What follows belongs to an exercise in optimizing a design on an open flow for small area; a production flow would make more cautious choices.
At most, simulation tests tie the RTL to the original design; equivalence was not proved.
Power and IR drop assume default switching activity.

==> run E <==
Design mpb_core, start of the top module:
module mpb_core (
	input  logic  i_clk,
	input  logic  i_rst,
	input  logic  i_rd_0,
	input  logic  i_wr_0,
	input  mpb_pkg::addr_t i_addr_0,
	input  mpb_pkg::data_t i_wdat_0,
	input  logic  i_rd_1,
	input  logic  i_wr_1,
	input  mpb_pkg::addr_t i_addr_1,
	input  mpb_pkg::data_t i_wdat_1,
	output logic  o_busy_0,
	output logic  o_busy_1,
	output logic  o_rrdy_0,
	output logic  o_rrdy_1,
	output mpb_pkg::data_t o_rdat
);
==> module sfr_tgl, before the edit <==
module sfr_tgl (
	input  logic  i_q,
	input  logic  i_d,
	input  logic  i_ld,
	input  logic  i_ld_n,
	output logic  o_y
);
	assign o_y = ~((i_q | i_ld) & (i_d | i_ld_n));
endmodule
==> module sfr_bank, before the edit <==
module sfr_bank (
	input  logic  i_clk,
	input  logic  i_rst,
	input  logic  i_we,                   
	input  mpb_pkg::addr_t i_addr,
	input  mpb_pkg::data_t i_wdat,
	output mpb_pkg::data_t o_rdat         
);
	localparam int NRW = REG_NUM - 1;     
	mpb_pkg::data_t regs [NRW];
	logic           phase;
	always_ff @(posedge i_clk) begin
		if (i_rst) begin
			phase <= 1'b0;
		end else begin
			phase <= ~phase;
		end
	end
	logic [3:0]  rd_q;                    
	logic [3:0]  rd_m_n;                  
	logic [7:0]  rd_l_n;                  
	logic [7:0]  wr_hi, wr_hi_n;          
	logic [15:0] wr_lo, wr_lo_n;          
	always_comb begin
		for (int i = 0; i < 4; i++)  rd_q[i]   = (i_addr[6:5] == 2'(i));
		for (int i = 0; i < 4; i++)  rd_m_n[i] = (i_addr[4:3] != 2'(i));
		for (int j = 0; j < 8; j++)  rd_l_n[j] = (i_addr[2:0] != 3'(j));
		for (int i = 0; i < 8; i++)  wr_hi[i] = i_rst | (i_we & (i_addr[6:4] == 3'(i)));
		for (int j = 0; j < 16; j++) wr_lo[j] = i_rst | (i_addr[3:0] == 4'(j));
		wr_hi_n = ~wr_hi;
		wr_lo_n = ~wr_lo;
	end
	logic [31:0]    rsel;                 
	logic [NRW-1:0] wsel, wsel_n;
	for (genvar m = 0; m < 32; m++) begin : g_sel
		sfr_rdsel u_rdsel (
			.i_hi_n	(rd_m_n[m / 8]),
			.i_lo_n	(rd_l_n[m % 8]),
			.o_sel	(rsel[m])
		);
	end
	for (genvar n = 0; n < NRW; n++) begin : g_wsel
		sfr_rowsel u_rowsel (
			.i_hi	(wr_hi[n / 16]),
			.i_lo	(wr_lo[n % 16]),
			.i_hi_n	(wr_hi_n[n / 16]),
			.i_lo_n	(wr_lo_n[n % 16]),
			.o_sel	(wsel[n]),
			.o_sel_n(wsel_n[n])
		);
	end
	logic [7:0] grp_n [4][11];            
	mpb_pkg::data_t rd_mux;
	for (genvar k = 0; k < 4; k++) begin : g_qtr
		for (genvar g = 0; g < 10; g++) begin : g_grp
			for (genvar b = 0; b < DATA_W; b++) begin : g_bit
				sfr_aoi3 u_aoi (
					.i_a0	(regs[32*k+3*g][b]),   .i_s0 (rsel[3*g]),
					.i_a1	(regs[32*k+3*g+1][b]), .i_s1 (rsel[3*g+1]),
					.i_a2	(regs[32*k+3*g+2][b]), .i_s2 (rsel[3*g+2]),
					.o_y_n	(grp_n[k][g][b])
				);
			end
		end
	end
	always_comb begin
		for (int k = 0; k < 3; k++) begin
			for (int b = 0; b < DATA_W; b++) begin
				grp_n[k][10][b] = ~((regs[32*k+30][b] & rsel[30]) | (regs[32*k+31][b] & rsel[31]));
			end
		end
		for (int b = 0; b < DATA_W; b++) begin
			grp_n[3][10][b] = ~((regs[NRW-1][b] & rsel[30]) | ((REVID_VALUE[b] ^ phase) & rsel[31]));
		end
	end
	always_comb begin
		for (int b = 0; b < DATA_W; b++) begin
			rd_mux[b] = 1'b0;
			for (int k = 0; k < 4; k++) begin
				logic any;
				any = 1'b0;
				for (int g = 0; g < 11; g++) any = any | ~grp_n[k][g][b];
				rd_mux[b] = rd_mux[b] | (any & rd_q[k]);
			end
		end
	end
	always_ff @(posedge i_clk) begin
		o_rdat <= rd_mux ^ {DATA_W{phase}};
	end
	mpb_pkg::data_t wd;
	assign wd = i_rst ? '1 : (i_wdat ^ {DATA_W{phase}});
	for (genvar n = 0; n < NRW; n++) begin : g_row
		mpb_pkg::data_t nxt;
		for (genvar b = 0; b < DATA_W; b++) begin : g_bit
			sfr_tgl u_tgl (
				.i_q	(regs[n][b]),
				.i_d	(wd[b]),
				.i_ld	(wsel[n]),
				.i_ld_n	(wsel_n[n]),
				.o_y	(nxt[b])
			);
		end
		always_ff @(posedge i_clk) begin
			regs[n] <= nxt;
		end
	end
endmodule
clock: 5.0 ns
lec_check: 0
cap_margin: 20
core_margin: 2
core_utilization: 70
slew_margin: 20
synth_hierarchical: 1
standard.sh (not shown) runs the stock make flow with config.mk's settings and CLKGATE_MAP_FILE= SYNTH_SCRIPT=/design/flow/synth_recipe.tcl, a recipe that flattens the netlist after the stock synthesis.
==> flow/flow/run.sh <==
#!/bin/bash
# Standard synthesis and layout (standard.sh), with a leaner clock tree
# (larger sink clusters, no dummy loads), small port buffers, and
# downsizing of non-critical gates after global routing.
set -euo pipefail
CTS="-sink_clustering_enable -sink_clustering_size 26 -sink_clustering_max_diameter 70 -repair_clock_nets -dont_use_dummy_load -buf_list {sky130_fd_sc_hd__clkbuf_16}"
bash standard.sh finish \
	"CTS_ARGS=$CTS" \
	"BUFFER_PORTS_ARGS=-buffer_cell sky130_fd_sc_hd__buf_1" \
	"RECOVER_POWER=100" \
	> make_flow.log 2>&1
==> run Y (differences from run E) <==
--- a/flow/design.v
+++ b/flow/design.v
@@ -41,13 +41,4 @@
 	assign o_y_n = ~((i_a0 & i_s0) | (i_a1 & i_s1) | (i_a2 & i_s2));
 endmodule
-module sfr_tgl (
-	input  logic  i_q,
-	input  logic  i_d,
-	input  logic  i_ld,
-	input  logic  i_ld_n,
-	output logic  o_y
-);
-	assign o_y = ~((i_q | i_ld) & (i_d | i_ld_n));
-endmodule
 module sfr_bank (
 	input  logic  i_clk,
@@ -59,34 +50,25 @@
 );
 	localparam int NRW = REG_NUM - 1;     
-	mpb_pkg::data_t regs [NRW];
-	logic           phase;
-	always_ff @(posedge i_clk) begin
-		if (i_rst) begin
-			phase <= 1'b0;
-		end else begin
-			phase <= ~phase;
-		end
-	end
-	logic [3:0]  rd_q;                    
-	logic [3:0]  rd_m_n;                  
-	logic [7:0]  rd_l_n;                  
+	localparam int NGRP = NRW / 3;        
+	mpb_pkg::data_t regs [NRW];           
+	logic [7:0]  rd_hi_n;                 
+	logic [15:0] rd_lo_n;                 
 	logic [7:0]  wr_hi, wr_hi_n;          
-	logic [15:0] wr_lo, wr_lo_n;          
+	logic [15:0] wr_lo, wr_lo_n;
 	always_comb begin
-		for (int i = 0; i < 4; i++)  rd_q[i]   = (i_addr[6:5] == 2'(i));
-		for (int i = 0; i < 4; i++)  rd_m_n[i] = (i_addr[4:3] != 2'(i));
-		for (int j = 0; j < 8; j++)  rd_l_n[j] = (i_addr[2:0] != 3'(j));
-		for (int i = 0; i < 8; i++)  wr_hi[i] = i_rst | (i_we & (i_addr[6:4] == 3'(i)));
-		for (int j = 0; j < 16; j++) wr_lo[j] = i_rst | (i_addr[3:0] == 4'(j));
+		for (int i = 0; i < 8; i++)  rd_hi_n[i] = (i_addr[6:4] != 3'(i));
+		for (int j = 0; j < 16; j++) rd_lo_n[j] = (i_addr[3:0] != 4'(j));
+		for (int i = 0; i < 8; i++)  wr_hi[i] = i_rst | (i_we & ~rd_hi_n[i]);
+		for (int j = 0; j < 16; j++) wr_lo[j] = i_rst | ~rd_lo_n[j];
 		wr_hi_n = ~wr_hi;
 		wr_lo_n = ~wr_lo;
 	end
-	logic [31:0]    rsel;                 
-	logic [NRW-1:0] wsel, wsel_n;
-	for (genvar m = 0; m < 32; m++) begin : g_sel
+	logic [REG_NUM-1:0] rsel;
+	logic [NRW-1:0]     wsel, wsel_n;
+	for (genvar n = 0; n < REG_NUM; n++) begin : g_sel
 		sfr_rdsel u_rdsel (
-			.i_hi_n	(rd_m_n[m / 8]),
-			.i_lo_n	(rd_l_n[m % 8]),
-			.o_sel	(rsel[m])
+			.i_hi_n	(rd_hi_n[n / 16]),
+			.i_lo_n	(rd_lo_n[n % 16]),
+			.o_sel	(rsel[n])
 		);
 	end
@@ -101,26 +83,19 @@
 		);
 	end
-	logic [7:0] grp_n [4][11];            
+	logic [7:0] grp_n [NGRP + 1];         
 	mpb_pkg::data_t rd_mux;
-	for (genvar k = 0; k < 4; k++) begin : g_qtr
-		for (genvar g = 0; g < 10; g++) begin : g_grp
-			for (genvar b = 0; b < DATA_W; b++) begin : g_bit
-				sfr_aoi3 u_aoi (
-					.i_a0	(regs[32*k+3*g][b]),   .i_s0 (rsel[3*g]),
-					.i_a1	(regs[32*k+3*g+1][b]), .i_s1 (rsel[3*g+1]),
-					.i_a2	(regs[32*k+3*g+2][b]), .i_s2 (rsel[3*g+2]),
-					.o_y_n	(grp_n[k][g][b])
-				);
-			end
+	for (genvar g = 0; g < NGRP; g++) begin : g_grp
+		for (genvar b = 0; b < DATA_W; b++) begin : g_bit
+			sfr_aoi3 u_aoi (
+				.i_a0	(regs[3*g][b]),   .i_s0 (rsel[3*g]),
+				.i_a1	(regs[3*g+1][b]), .i_s1 (rsel[3*g+1]),
+				.i_a2	(regs[3*g+2][b]), .i_s2 (rsel[3*g+2]),
+				.o_y_n	(grp_n[g][b])
+			);
 		end
 	end
 	always_comb begin
-		for (int k = 0; k < 3; k++) begin
-			for (int b = 0; b < DATA_W; b++) begin
-				grp_n[k][10][b] = ~((regs[32*k+30][b] & rsel[30]) | (regs[32*k+31][b] & rsel[31]));
-			end
-		end
 		for (int b = 0; b < DATA_W; b++) begin
-			grp_n[3][10][b] = ~((regs[NRW-1][b] & rsel[30]) | ((REVID_VALUE[b] ^ phase) & rsel[31]));
+			grp_n[NGRP][b] = ~((regs[NRW-1][b] & rsel[NRW-1]) | (REVID_VALUE[b] & rsel[REG_NUM-1]));
 		end
 	end
@@ -128,21 +103,16 @@
 		for (int b = 0; b < DATA_W; b++) begin
 			rd_mux[b] = 1'b0;
-			for (int k = 0; k < 4; k++) begin
-				logic any;
-				any = 1'b0;
-				for (int g = 0; g < 11; g++) any = any | ~grp_n[k][g][b];
-				rd_mux[b] = rd_mux[b] | (any & rd_q[k]);
-			end
-		end
-	end
-	always_ff @(posedge i_clk) begin
-		o_rdat <= rd_mux ^ {DATA_W{phase}};
+			for (int g = 0; g <= NGRP; g++) rd_mux[b] = rd_mux[b] | ~grp_n[g][b];
+		end
+	end
+	always_ff @(posedge i_clk) begin
+		o_rdat <= rd_mux;
 	end
 	mpb_pkg::data_t wd;
-	assign wd = i_rst ? '1 : (i_wdat ^ {DATA_W{phase}});
+	assign wd = i_wdat & {DATA_W{~i_rst}};
 	for (genvar n = 0; n < NRW; n++) begin : g_row
 		mpb_pkg::data_t nxt;
 		for (genvar b = 0; b < DATA_W; b++) begin : g_bit
-			sfr_tgl u_tgl (
+			mpb_hold u_hold (
 				.i_q	(regs[n][b]),
 				.i_d	(wd[b]),
==> flow/run.sh (new file) <==
#!/bin/bash
# synth_recipe.tcl (not shown) runs the flow's synth.tcl, then flattens the netlist and writes it again
# the make line also repeats each setting of config.mk as NAME=value (left out here)
make -C /OpenROAD-flow-scripts/flow DESIGN_CONFIG=/design/flow/config.mk WORK_HOME=/design/flow/orfs CLKGATE_MAP_FILE= SYNTH_SCRIPT=/design/flow/synth_recipe.tcl finish
CORE_UTILIZATION = 40   (was 70)
removed: flow/flow/run.sh
removed: flow/standard.sh
==> run summary <==
# Max-Cap Violations: 8
Max Slew Vio Count: 377
SO Viols: capacitance limit, slew limit
Status: finished with violations
Initial antenna violation count: 9
Combinational gate power: 2.99 mW
Min Tclk post-route: 4430 ps
Post-route setup slack: 566 ps
the above is filed under run E

==> run summary <==
Grt met3 use: 0.0670
Initial antenna violation count: 3
Max Slew Vio Count: 0
Clk buf depth: 3
Min Tclk post-route: 4150 ps
Commonest cells in the netlist: dfxtp_1, a22o_1, a222oi_1
Post-route setup slack: 846 ps
Status: no timing/DRC/antenna violations
the above is filed under run Y

Function not checked in run Y: the RTL went through the layout flow alone.

port drivers added, routing unchanged:
Ports are ideal in the flow. The routed layouts listed here were re-timed in OpenROAD.
Step 1, drivers: a clkbuf_16 drives i_clk and a buf_2 each remaining input, both assumed.
Step 2 adds t to the input delays and takes it off the output delays; t is the mean of the earliest and latest rising clock arrival at the registers after step 1. Input paths then give back, and output paths get back, about the clock's delay inside the block.
a / b / c = no drivers / after step 1 / after step 2; a / b = the first two.
run | t, ns | slack for setup (ns) | worst setup path at the end | clock arrival spread, ns | cell pins on the clock port's net
run E | 0.682 | 0.566 / 0.566 / -0.018 | input to register | 0.039 / 0.040 | 1
run Y | 0.744 | 0.846 / 0.846 / 0.846 | register to register | 0.045 / 0.045 | 1
The setup slack of run E, which loses most, moves by 0.000 ns with the drivers and by -0.584 ns with both steps.
